Background: an optimization exercise with open tools, aiming at small area and a short achievable clock period. Do not read the settings as production practice.
The RTL was checked by simulation tests, not by an equivalence proof against the original design.
Power figures rest on the tool's default switching activity, not on a simulated workload.

==> run a: inputs <==
==> flow/design.v <==
package riscv_pkg;
   localparam logic [6:0] OP_R      = 7'b0110011;
   localparam logic [6:0] OP_I_ALU  = 7'b0010011;
   localparam logic [6:0] OP_LOAD   = 7'b0000011;
   localparam logic [6:0] OP_STORE  = 7'b0100011;
   localparam logic [6:0] OP_BRANCH = 7'b1100011;
   localparam logic [2:0] F3_ADD_SUB = 3'b000;
   localparam logic [2:0] F3_SLL     = 3'b001;
   localparam logic [2:0] F3_SLT     = 3'b010;
   localparam logic [2:0] F3_XOR     = 3'b100;
   localparam logic [2:0] F3_SRL_SRA = 3'b101;
   localparam logic [2:0] F3_OR      = 3'b110;
   localparam logic [2:0] F3_AND     = 3'b111;
   localparam logic [2:0] F3_LW      = 3'b010;
   localparam logic [2:0] F3_SW      = 3'b010;
   localparam logic [2:0] F3_BEQ     = 3'b000;
   localparam logic [6:0] F7_BASE = 7'b0000000;
   localparam logic [6:0] F7_ALT  = 7'b0100000;
   localparam logic [31:0] NOP_INSTRUCTION = 32'h0000_0013;
endpackage
module riscv_ks_add #(
   parameter int W = 32,
   parameter int L = 5       
) (
   input  logic [W-1:0] a,
   input  logic [W-1:0] x,
   input  logic         cin,
   output logic [W-1:0] s
);
   logic [W-1:0] g [0:L];
   logic [W-1:0] p [0:L];
   logic [W-1:0] b;
   always_comb begin
      b    = a ^ x;
      g[0] = a & ~x;
      p[0] = x;
      g[0][0] = (a[0] & b[0]) | (x[0] & cin);
      for (int l = 0; l < L; l++) begin
         for (int j = 0; j < W; j++) begin
            if (j >= (1 << l)) begin
               g[l+1][j] = g[l][j] | (p[l][j] & g[l][j - (1 << l)]);
               p[l+1][j] = p[l][j] & p[l][j - (1 << l)];
            end else begin
               g[l+1][j] = g[l][j];
               p[l+1][j] = p[l][j];
            end
         end
      end
      s[0] = x[0] ^ cin;
      for (int j = 1; j < W; j++) s[j] = x[j] ^ g[L][j-1];
   end
endmodule
module riscv_regfile
(
   input  logic        clk,
   input  logic        rst,
   input  logic        rd_en,      
   input  logic [4:0]  rs1_addr,
   input  logic [4:0]  rs2_addr,
   output logic [31:0] rs1_data,
   output logic [31:0] rs2_data,
   input  logic        wr_en,      
   input  logic [4:0]  wr_addr,
   input  logic [31:0] wr_data
);
   logic [31:1][31:0] regs;
   logic [31:1]       valid;
   logic [31:1]       we;
   logic [31:1]       sel1, sel2;
   logic              byp1, byp2;
   always_comb
      for (int i = 1; i < 32; i++) we[i] = wr_en && (wr_addr == i[4:0]);
   always_ff @(posedge clk)
      for (int i = 1; i < 32; i++)
         if (we[i]) regs[i] <= wr_data;
   always_ff @(posedge clk or negedge rst)
      if (!rst) valid <= '0;
      else      valid <= valid | we;
   assign byp1 = rd_en && wr_en && (wr_addr == rs1_addr);
   assign byp2 = rd_en && wr_en && (wr_addr == rs2_addr);
   always_comb
      for (int i = 1; i < 32; i++) begin
         sel1[i] = (rs1_addr == i[4:0]) && valid[i] && rd_en && !byp1;
         sel2[i] = (rs2_addr == i[4:0]) && valid[i] && rd_en && !byp2;
      end
   riscv_rf_rdmux u_rd1 (.sel(sel1), .byp(byp1), .regs(regs), .wr_data(wr_data), .data(rs1_data));
   riscv_rf_rdmux u_rd2 (.sel(sel2), .byp(byp2), .regs(regs), .wr_data(wr_data), .data(rs2_data));
endmodule
module riscv_rf_rdmux
(
   input  logic [31:1]       sel,
   input  logic              byp,
   input  logic [31:1][31:0] regs,
   input  logic [31:0]       wr_data,
   output logic [31:0]       data
);
   always_comb begin
      data = {32{byp}} & wr_data;
      for (int i = 1; i < 32; i++) data = data | ({32{sel[i]}} & regs[i]);
   end
endmodule
import riscv_pkg::*;
module riscv_basic_pipeline_core
#(
   parameter logic [31:0] INITIAL_PC = 32'h0000_0000
) (
   input  logic        clk,
   input  logic        rst,
   input  logic [31:0] instruction,
   output logic [31:0] PC,
   output logic [31:0] ALUResult,
   output logic [31:0] dAddress,
   output logic [31:0] dWriteData,
   input  logic [31:0] dReadData,
   output logic        MemRead,
   output logic        MemWrite,
   output logic [31:0] WriteBackData
);
   logic [31:1] pc_q;        
   logic [31:1] pc_id;       
   logic        kill_id;     
   logic [31:0] ex_a;        
   logic [31:0] ex_x;        
   logic [31:0] ex_rs2t;     
   logic        ex_sub;      
   logic        ex_s_add, ex_s_pass, ex_s_slt, ex_s_srl, ex_s_sll;
   logic [2:0]  ex_sh;       
   logic        ex_sra;
   logic        ex_branch;
   logic        ex_we, ex_mr, ex_mw;
   logic [4:0]  ex_rd;
   logic [31:0] mem_alu, mem_wdata;
   logic [31:1] mem_tgt;
   logic        mem_taken;
   logic        mem_we, mem_mr, mem_mw;
   logic [4:0]  mem_rd;
   logic [31:0] wb_alu;
   logic        wb_we, wb_ld;
   logic [4:0]  wb_rd;
   logic [31:0] inst;
   logic [6:0]  op;
   logic [2:0]  f3;
   logic [6:0]  f7;
   logic [31:0] rd1, rd2;
   logic [31:0] imm_i, imm_s;
   logic [31:1] tgt_id;
   logic        is_r, r_ok, is_i, is_lw, is_sw, is_beq;
   logic        d_we, d_src, d_sub, d_s_add, d_s_and, d_s_or, d_s_xor, d_s_slt;
   logic        d_s_srl, d_s_sll, d_sra;
   logic [31:0] d_a, d_ar, d_pre, d_b, d_x, d_rs2t, imm;
   logic [1:0]  d_sh8;
   assign inst  = instruction;
   assign op    = inst[6:0];
   assign f3    = inst[14:12];
   assign f7    = inst[31:25];
   assign imm_i = {{20{inst[31]}}, inst[31:20]};
   assign imm_s = {{20{inst[31]}}, inst[31:25], inst[11:7]};
   riscv_ks_add #(.W(31)) u_tgt_add (
      .a   (pc_id),
      .x   (pc_id ^ {{19{inst[31]}}, inst[31], inst[7], inst[30:25], inst[11:8]}),
      .cin (1'b0),
      .s   (tgt_id)
   );
   riscv_regfile u_regfile (
      .clk      (clk),
      .rst      (rst),
      .rd_en    (!kill_id),
      .rs1_addr (inst[19:15]),
      .rs2_addr (inst[24:20]),
      .rs1_data (rd1),
      .rs2_data (rd2),
      .wr_en    (wb_we),
      .wr_addr  (wb_rd),
      .wr_data  (WriteBackData)
   );
   always_comb begin
      is_r   = !kill_id && (op == OP_R);
      r_ok   = (f7 == F7_BASE) || (f7 == F7_ALT && (f3 == F3_ADD_SUB || f3 == F3_SRL_SRA));
      is_i   = !kill_id && (op == OP_I_ALU);
      is_lw  = !kill_id && (op == OP_LOAD)   && (f3 == F3_LW);
      is_sw  = !kill_id && (op == OP_STORE)  && (f3 == F3_SW);
      is_beq = !kill_id && (op == OP_BRANCH) && (f3 == F3_BEQ);
      d_src   = is_i || is_lw || is_sw;
      d_we    = (is_r && r_ok) || is_lw ||
                (is_i && f3 != F3_SLL && f3 != F3_SRL_SRA && f3 != 3'b011);
      d_sub   = 1'b0;
      d_s_add = 1'b0;
      d_s_and = 1'b0;
      d_s_or  = 1'b0;
      d_s_xor = 1'b0;
      d_s_slt = 1'b0;
      d_s_srl = 1'b0;
      d_s_sll = 1'b0;
      d_sra   = 1'b0;
      if (is_r && r_ok) begin
         case (f3)
            F3_ADD_SUB: begin d_s_add = 1'b1; d_sub = inst[30]; end
            F3_SLL:     d_s_sll = 1'b1;
            F3_SLT:     begin d_s_slt = 1'b1; d_sub = 1'b1; end
            F3_XOR:     d_s_xor = 1'b1;
            F3_SRL_SRA: begin d_s_srl = 1'b1; d_sra = inst[30]; end
            F3_OR:      d_s_or  = 1'b1;
            default:    d_s_and = 1'b1;
         endcase
      end else if (is_i) begin
         case (f3)
            F3_SLT:  begin d_s_slt = 1'b1; d_sub = 1'b1; end
            F3_XOR:  d_s_xor = 1'b1;
            F3_OR:   d_s_or  = 1'b1;
            F3_AND:  d_s_and = 1'b1;
            default: d_s_add = 1'b1;
         endcase
      end else begin
         d_s_add = 1'b1;
         d_sub   = is_beq;
      end
      imm    = is_sw ? imm_s : imm_i;
      for (int j = 0; j < 32; j++) d_ar[j] = d_s_sll ? rd1[31-j] : rd1[j];
      d_sh8  = (d_s_srl || d_s_sll) ? rd2[4:3] : 2'd0;
      d_pre  = 32'($signed({d_sra & rd1[31], d_ar}) >>> {d_sh8, 3'b000});
      d_b    = (d_src ? imm : rd2) ^ {32{d_sub}};
      d_x    = d_ar ^ d_b;
      d_a    = ({32{d_s_and}} & (rd1 & d_b))
             | ({32{d_s_or }} & (rd1 | d_b))
             | ({32{d_s_xor}} & (rd1 ^ d_b))
             | ({32{!(d_s_and || d_s_or || d_s_xor)}} & d_pre);
      d_rs2t = is_beq ? {tgt_id, 1'b0} : rd2;
   end
   logic [31:0] sum, shr, shl;
   logic        lt, eq;
   logic [31:2] pc_inc;
   riscv_ks_add #(.W(32)) u_alu_add (
      .a   (ex_a),
      .x   (ex_x),
      .cin (ex_sub),
      .s   (sum)
   );
   riscv_ks_add #(.W(30)) u_pc_inc (
      .a   (pc_q[31:2]),
      .x   (pc_q[31:2]),
      .cin (1'b1),
      .s   (pc_inc)
   );
   always_comb begin
      lt   = ex_x[31] ? sum[31] : ex_a[31];
      eq   = &ex_x;             
      shr  = 32'($signed({ex_sra & ex_a[31], ex_a}) >>> ex_sh);
      for (int j = 0; j < 32; j++) shl[j] = shr[31-j];
      ALUResult = ({32{ex_s_add}} & sum)
                | ({32{ex_s_pass}} & ex_a)
                | ({32{ex_s_srl}} & shr)
                | ({32{ex_s_sll}} & shl)
                | {31'd0, ex_s_slt & lt};
   end
   assign PC         = {pc_q, 1'b0};
   assign dAddress   = mem_alu;
   assign dWriteData = mem_wdata;
   assign MemRead    = mem_mr;
   assign MemWrite   = mem_mw;
   assign WriteBackData = wb_ld ? dReadData : wb_alu;
   always_ff @(posedge clk or negedge rst) begin
      if (!rst) begin
         pc_q      <= INITIAL_PC[31:1];
         kill_id   <= 1'b1;
         ex_rs2t   <= '0;
         ex_sub    <= 1'b0;
         ex_s_add  <= 1'b0;
         ex_s_pass <= 1'b0;
         ex_s_slt  <= 1'b0;
         ex_s_srl  <= 1'b0;
         ex_s_sll  <= 1'b0;
         ex_sra    <= 1'b0;
         ex_branch <= 1'b0;
         ex_we     <= 1'b0;
         ex_mr     <= 1'b0;
         ex_mw     <= 1'b0;
         mem_alu   <= '0;
         mem_wdata <= '0;
         mem_taken <= 1'b0;
         mem_we    <= 1'b0;
         mem_mr    <= 1'b0;
         mem_mw    <= 1'b0;
         wb_alu    <= '0;
         wb_we     <= 1'b0;
         wb_ld     <= 1'b0;
      end else begin
         pc_q      <= mem_taken ? mem_tgt : {pc_inc, pc_q[1]};
         kill_id   <= 1'b0;
         ex_rs2t   <= d_rs2t;
         ex_sub    <= d_sub;
         ex_s_add  <= d_s_add;
         ex_s_pass <= d_s_and || d_s_or || d_s_xor;
         ex_s_slt  <= d_s_slt;
         ex_s_srl  <= d_s_srl;
         ex_s_sll  <= d_s_sll;
         ex_sra    <= d_sra;
         ex_branch <= is_beq;
         ex_we     <= d_we && (inst[11:7] != 5'd0);
         ex_mr     <= is_lw;
         ex_mw     <= is_sw;
         mem_alu   <= ALUResult;
         mem_wdata <= ex_branch ? ~(ex_a ^ ex_x) : ex_rs2t;
         mem_taken <= ex_branch && eq;
         mem_we    <= ex_we;
         mem_mr    <= ex_mr;
         mem_mw    <= ex_mw;
         wb_alu    <= mem_alu;
         wb_we     <= mem_we;
         wb_ld     <= mem_mr;
      end
   end
   always_ff @(posedge clk) begin
      pc_id   <= pc_q;
      ex_a    <= d_a;
      ex_x    <= d_x;
      ex_sh   <= rd2[2:0];
      ex_rd   <= inst[11:7];
      mem_tgt <= ex_rs2t[31:1];
      mem_rd  <= ex_rd;
      wb_rd   <= mem_rd;
   end
endmodule
==> flow/flow/run.sh <==
#!/bin/bash
# Own layout flow: the standard flow (standard.sh), with plain buffers on the
# ports instead of the resizer's default pick, and no dummy loads in CTS.
set -e
export BUFFER_PORTS_ARGS="-buffer_cell sky130_fd_sc_hd__buf_2"
export CTS_ARGS="-sink_clustering_enable -repair_clock_nets -buf_list sky130_fd_sc_hd__clkbuf_16 -sink_clustering_size 25 -sink_clustering_max_diameter 80 -dont_use_dummy_load"
bash standard.sh > standard.log 2>&1
==> flow/standard.sh <==
#!/bin/bash
# synth_recipe.tcl (not shown) runs the flow's synth.tcl, then flattens the netlist and writes it again
# the make line also repeats each setting of config.mk as NAME=value (left out here)
make -C /OpenROAD-flow-scripts/flow DESIGN_CONFIG=/design/flow/config.mk WORK_HOME=/design/flow/orfs CLKGATE_MAP_FILE= SYNTH_SCRIPT=/design/flow/synth_recipe.tcl "${@:-finish}"
==> flow/config.mk <==
export PLATFORM = sky130hd
export DESIGN_NAME = riscv_basic_pipeline_core
export DESIGN_NICKNAME = riscv_basic_pipeline_core
export VERILOG_FILES = /design/flow/design.v
export SDC_FILE = /design/flow/constraint.sdc
export NUM_CORES = 4
export LEC_CHECK = 0
export CAP_MARGIN = 20
export CORE_MARGIN = 2
export CORE_UTILIZATION = 45
export CTS_BUF_LIST = sky130_fd_sc_hd__clkbuf_16
export CTS_CLUSTER_DIAMETER = 80
export CTS_CLUSTER_SIZE = 25
export PLACE_DENSITY = 0.55
export SETUP_SLACK_MARGIN = 3.0
export SLEW_MARGIN = 20
export SYNTH_HIERARCHICAL = 1
export SYNTH_MINIMUM_KEEP_SIZE = 1000
==> flow/constraint.sdc <==
create_clock -name core_clock -period 8.0 [get_ports {clk}]
set_input_delay 1.6000 -clock core_clock [delete_from_list [all_inputs] [get_ports {clk}]]
set_output_delay 1.6000 -clock core_clock [all_outputs]
set_load 0.01 [all_outputs]
==> run b (differences from run a) <==
==> flow/design.v, changed modules only <==
module riscv_ks_add #(
   parameter int W = 32,
   parameter int L = 5       
) (
   input  logic [W-1:0] gen,
   input  logic [W-1:0] x,
   input  logic         cin,
   output logic [W-1:0] s
);
   logic [W-1:0] g [0:L];
   logic [W-1:0] p [0:L];
   always_comb begin
      g[0] = gen;
      p[0] = x;
      g[0][0] = (gen[0] | x[0]) & (gen[0] | cin);
      for (int l = 0; l < L; l++) begin
         for (int j = 0; j < W; j++) begin
            if (l == 0 && j == 1) begin
               g[l+1][j] = (g[l][j] | p[l][j]) & (g[l][j] | g[l][j-1]);
               p[l+1][j] = p[l][j] & p[l][j-1];
            end else if (j >= (1 << l)) begin
               g[l+1][j] = g[l][j] | (p[l][j] & g[l][j - (1 << l)]);
               p[l+1][j] = p[l][j] & p[l][j - (1 << l)];
            end else begin
               g[l+1][j] = g[l][j];
               p[l+1][j] = p[l][j];
            end
         end
      end
      s[0] = x[0] ^ cin;
      for (int j = 1; j < W; j++) s[j] = x[j] ^ g[L][j-1];
   end
endmodule
module riscv_regfile
(
   input  logic        clk,
   input  logic        rst,
   input  logic        rd_en,      
   input  logic [4:0]  rs1_addr,
   input  logic [4:0]  rs2_addr,
   output logic [31:0] rs1_data,
   output logic [31:0] rs2_data,
   input  logic        wr_en,      
   input  logic [4:0]  wr_addr,
   input  logic [31:0] wr_data
);
   logic [31:1][31:0] regs;
   logic [31:1]       valid;
   logic [31:1]       we;
   logic [31:1]       sel1, sel2;
   logic              byp1, byp2;
   always_comb
      for (int i = 1; i < 32; i++) we[i] = wr_en && (wr_addr == i[4:0]);
   always_ff @(posedge clk)
      for (int i = 1; i < 32; i++)
         if (we[i]) regs[i] <= wr_data;
   always_ff @(posedge clk or negedge rst)
      if (!rst) valid <= '0;
      else      valid <= valid | we;
   assign byp1 = rd_en && wr_en && (wr_addr == rs1_addr);
   assign byp2 = rd_en && wr_en && (wr_addr == rs2_addr);
   always_comb
      for (int i = 1; i < 32; i++) begin
         sel1[i] = (rs1_addr == i[4:0]) && valid[i] && rd_en;
         sel2[i] = (rs2_addr == i[4:0]) && valid[i] && rd_en;
      end
   riscv_rf_rdmux u_rd1 (.sel(sel1), .byp(byp1), .regs(regs), .wr_data(wr_data), .data(rs1_data));
   riscv_rf_rdmux u_rd2 (.sel(sel2), .byp(byp2), .regs(regs), .wr_data(wr_data), .data(rs2_data));
endmodule
module riscv_rf_rdmux
(
   input  logic [31:1]       sel,
   input  logic              byp,
   input  logic [31:1][31:0] regs,
   input  logic [31:0]       wr_data,
   output logic [31:0]       data
);
   logic [31:0] rd;
   always_comb begin
      rd = '0;
      for (int i = 1; i < 32; i++) rd = rd | ({32{sel[i]}} & regs[i]);
      data = byp ? wr_data : rd;
   end
endmodule
module riscv_basic_pipeline_core
#(
   parameter logic [31:0] INITIAL_PC = 32'h0000_0000
) (
   input  logic        clk,
   input  logic        rst,
   input  logic [31:0] instruction,
   output logic [31:0] PC,
   output logic [31:0] ALUResult,
   output logic [31:0] dAddress,
   output logic [31:0] dWriteData,
   input  logic [31:0] dReadData,
   output logic        MemRead,
   output logic        MemWrite,
   output logic [31:0] WriteBackData
);
   logic [31:1] pc_q;        
   logic [31:1] pc_id;       
   logic        kill_id;     
   logic [31:0] ex_g;        
   logic [31:0] ex_x;        
   logic [31:0] ex_rs2;      
   logic [31:1] ex_tgt;      
   logic        ex_sub;      
   logic        ex_s_add, ex_s_pass, ex_s_slt, ex_s_srl, ex_s_sll;
   logic [2:0]  ex_sh;       
   logic        ex_sra;
   logic        ex_branch;
   logic        ex_we, ex_mr, ex_mw;
   logic [4:0]  ex_rd;
   logic [31:0] mem_alu, mem_wdata;
   logic [31:1] mem_tgt;
   logic        mem_taken;
   logic        mem_we, mem_mr, mem_mw;
   logic [4:0]  mem_rd;
   logic [31:0] wb_alu;
   logic        wb_we, wb_ld;
   logic [4:0]  wb_rd;
   logic [31:0] inst;
   logic [6:0]  op;
   logic [2:0]  f3;
   logic [6:0]  f7;
   logic [31:0] rd1, rd2;
   logic [31:0] imm_i, imm_s;
   logic [31:1] tgt_id;
   logic        is_r, r_ok, is_i, is_lw, is_sw, is_beq;
   logic        d_we, d_src, d_sub, d_s_add, d_s_and, d_s_or, d_s_xor, d_s_slt;
   logic        d_s_srl, d_s_sll, d_sra;
   logic [31:0] d_g, d_ar, d_pre, d_b, d_x, imm, imm_b;
   logic [1:0]  d_sh8;
   assign inst  = instruction;
   assign op    = inst[6:0];
   assign f3    = inst[14:12];
   assign f7    = inst[31:25];
   assign imm_i = {{20{inst[31]}}, inst[31:20]};
   assign imm_s = {{20{inst[31]}}, inst[31:25], inst[11:7]};
   assign imm_b = {{19{inst[31]}}, inst[31], inst[7], inst[30:25], inst[11:8], 1'b0};
   riscv_ks_add #(.W(31)) u_tgt_add (
      .gen (pc_id & imm_b[31:1]),
      .x   (pc_id ^ imm_b[31:1]),
      .cin (1'b0),
      .s   (tgt_id)
   );
   riscv_regfile u_regfile (
      .clk      (clk),
      .rst      (rst),
      .rd_en    (!kill_id),
      .rs1_addr (inst[19:15]),
      .rs2_addr (inst[24:20]),
      .rs1_data (rd1),
      .rs2_data (rd2),
      .wr_en    (wb_we),
      .wr_addr  (wb_rd),
      .wr_data  (WriteBackData)
   );
   always_comb begin
      is_r   = !kill_id && (op == OP_R);
      r_ok   = (f7 == F7_BASE) || (f7 == F7_ALT && (f3 == F3_ADD_SUB || f3 == F3_SRL_SRA));
      is_i   = !kill_id && (op == OP_I_ALU);
      is_lw  = !kill_id && (op == OP_LOAD)   && (f3 == F3_LW);
      is_sw  = !kill_id && (op == OP_STORE)  && (f3 == F3_SW);
      is_beq = !kill_id && (op == OP_BRANCH) && (f3 == F3_BEQ);
      d_src   = is_i || is_lw || is_sw;
      d_we    = (is_r && r_ok) || is_lw ||
                (is_i && f3 != F3_SLL && f3 != F3_SRL_SRA && f3 != 3'b011);
      d_sub   = 1'b0;
      d_s_add = 1'b0;
      d_s_and = 1'b0;
      d_s_or  = 1'b0;
      d_s_xor = 1'b0;
      d_s_slt = 1'b0;
      d_s_srl = 1'b0;
      d_s_sll = 1'b0;
      d_sra   = 1'b0;
      if (is_r && r_ok) begin
         case (f3)
            F3_ADD_SUB: begin d_s_add = 1'b1; d_sub = inst[30]; end
            F3_SLL:     d_s_sll = 1'b1;
            F3_SLT:     begin d_s_slt = 1'b1; d_sub = 1'b1; end
            F3_XOR:     d_s_xor = 1'b1;
            F3_SRL_SRA: begin d_s_srl = 1'b1; d_sra = inst[30]; end
            F3_OR:      d_s_or  = 1'b1;
            default:    d_s_and = 1'b1;
         endcase
      end else if (is_i) begin
         case (f3)
            F3_SLT:  begin d_s_slt = 1'b1; d_sub = 1'b1; end
            F3_XOR:  d_s_xor = 1'b1;
            F3_OR:   d_s_or  = 1'b1;
            F3_AND:  d_s_and = 1'b1;
            default: d_s_add = 1'b1;
         endcase
      end else begin
         d_s_add = 1'b1;
         d_sub   = is_beq;
      end
      imm    = is_sw ? imm_s : imm_i;
      for (int j = 0; j < 32; j++) d_ar[j] = d_s_sll ? rd1[31-j] : rd1[j];
      d_sh8  = (d_s_srl || d_s_sll) ? rd2[4:3] : 2'd0;
      d_pre  = 32'($signed({d_sra & rd1[31], d_ar}) >>> {d_sh8, 3'b000});
      d_b    = (d_src ? imm : rd2) ^ {32{d_sub}};
      d_x    = d_ar ^ d_b;      
      d_g    = ({32{d_s_add || d_s_slt || d_s_and}} & (rd1 & d_b))
             | ({32{d_s_or }} & (rd1 | d_b))
             | ({32{d_s_xor}} & d_x)
             | ({32{d_s_srl || d_s_sll}} & d_pre);
   end
   logic [31:0] sum, shr, shl;
   logic        lt, eq;
   logic [31:2] pc_inc;
   riscv_ks_add #(.W(32)) u_alu_add (
      .gen (ex_g),
      .x   (ex_x),
      .cin (ex_sub),
      .s   (sum)
   );
   riscv_ks_add #(.W(30)) u_pc_inc (
      .gen (30'd0),
      .x   (pc_q[31:2]),
      .cin (1'b1),
      .s   (pc_inc)
   );
   always_comb begin
      lt   = ex_x[31] ? sum[31] : ex_g[31];
      eq   = &ex_x;             
      shr  = 32'($signed({ex_sra & ex_g[31], ex_g}) >>> ex_sh);
      for (int j = 0; j < 32; j++) shl[j] = shr[31-j];
      ALUResult = ({32{ex_s_add}} & sum)
                | ({32{ex_s_pass}} & ex_g)
                | ({32{ex_s_srl}} & shr)
                | ({32{ex_s_sll}} & shl)
                | {31'd0, ex_s_slt & lt};
   end
   assign PC         = {pc_q, 1'b0};
   assign dAddress   = mem_alu;
   assign dWriteData = mem_wdata;
   assign MemRead    = mem_mr;
   assign MemWrite   = mem_mw;
   assign WriteBackData = wb_ld ? dReadData : wb_alu;
   always_ff @(posedge clk or negedge rst) begin
      if (!rst) begin
         pc_q      <= INITIAL_PC[31:1];
         kill_id   <= 1'b1;
         ex_rs2    <= '0;
         ex_sub    <= 1'b0;
         ex_s_add  <= 1'b0;
         ex_s_pass <= 1'b0;
         ex_s_slt  <= 1'b0;
         ex_s_srl  <= 1'b0;
         ex_s_sll  <= 1'b0;
         ex_sra    <= 1'b0;
         ex_branch <= 1'b0;
         ex_we     <= 1'b0;
         ex_mr     <= 1'b0;
         ex_mw     <= 1'b0;
         mem_alu   <= '0;
         mem_wdata <= '0;
         mem_taken <= 1'b0;
         mem_we    <= 1'b0;
         mem_mr    <= 1'b0;
         mem_mw    <= 1'b0;
         wb_alu    <= '0;
         wb_we     <= 1'b0;
         wb_ld     <= 1'b0;
      end else begin
         pc_q      <= mem_taken ? mem_tgt : {pc_inc, pc_q[1]};
         kill_id   <= 1'b0;
         ex_rs2    <= rd2;
         ex_sub    <= d_sub;
         ex_s_add  <= d_s_add;
         ex_s_pass <= d_s_and || d_s_or || d_s_xor;
         ex_s_slt  <= d_s_slt;
         ex_s_srl  <= d_s_srl;
         ex_s_sll  <= d_s_sll;
         ex_sra    <= d_sra;
         ex_branch <= is_beq;
         ex_we     <= d_we && (inst[11:7] != 5'd0);
         ex_mr     <= is_lw;
         ex_mw     <= is_sw;
         mem_alu   <= ALUResult;
         mem_wdata <= ex_rs2;
         mem_taken <= ex_branch && eq;
         mem_we    <= ex_we;
         mem_mr    <= ex_mr;
         mem_mw    <= ex_mw;
         wb_alu    <= mem_alu;
         wb_we     <= mem_we;
         wb_ld     <= mem_mr;
      end
   end
   always_ff @(posedge clk) begin
      pc_id   <= pc_q;
      ex_g    <= d_g;
      ex_x    <= d_x;
      ex_sh   <= rd2[2:0];
      ex_rd   <= inst[11:7];
      ex_tgt  <= tgt_id;
      mem_tgt <= ex_tgt;
      mem_rd  <= ex_rd;
      wb_rd   <= mem_rd;
   end
endmodule
Settings changed: CORE_UTILIZATION 45 to 65, PLACE_DENSITY 0.55 to 0.75.
==> results.yml <==
outcome:
  status: "complete, no violations"
final_layout:
  finalNonFillerCells: 6834
hold_path:
  hold_path_end: "mem_rd[2]$_DFF_P_"
  hp-start: "ex_rd[2]$_DFF_P_"
logic_synthesis:
  synth-seq-area-share: 0.616
power:
  comb_cell_power_mw: 0.256
# the run above: run a

==> results.yml <==
outcome:
  status: "complete, no violations"
logic_synthesis:
  synth-adder-area-share: 0.00701
  synth-seq-area-share: 0.642
  ys.flop_type: "edfxtp_1"
  synth_cell_types: 97
hold_path:
  hold_path_end: "mem_tgt[3]$_DFF_P_"
  hp-start: "ex_tgt[3]$_DFF_P_"
job:
  drv_cap: 0
setup_path:
  crit_end: "ALUResult[29]"
power:
  comb_cell_power_mw: 0.185
final_layout:
  finalNonFillerCells: 5717
# the run above: run b

-- port drivers added, routing unchanged --
The results above use ideal ports. As a check the final layouts listed here were re-extracted and re-timed, cells and wires unchanged.
Step 1 sets driving cells, clkbuf_16 on the clock port and buf_2 on the other inputs (assumed; they add their load-dependent delay and slew).
Step 2, shift: input delay + t, output delay - t, t = (earliest + latest rising clock arrival at the registers) / 2. This alone moves slack from input paths to output paths.
a / b / c = ideal ports / drivers / drivers and shift; a / b = the first two.
run	t (ns)	setup slack, ns	worst hold slack (ns)	worst setup path after step 2
run a	0.791	2.907 / 2.898 / 2.107	0.335 / 0.335 / 0.335	input to register
run b	0.712	2.873 / 2.800 / 2.164	0.315 / 0.315 / 0.315	input to register
After both steps every run listed still meets setup and hold. For run a, which loses most, drivers alone change the setup slack by -0.009 ns; drivers and shift together by -0.800 ns.
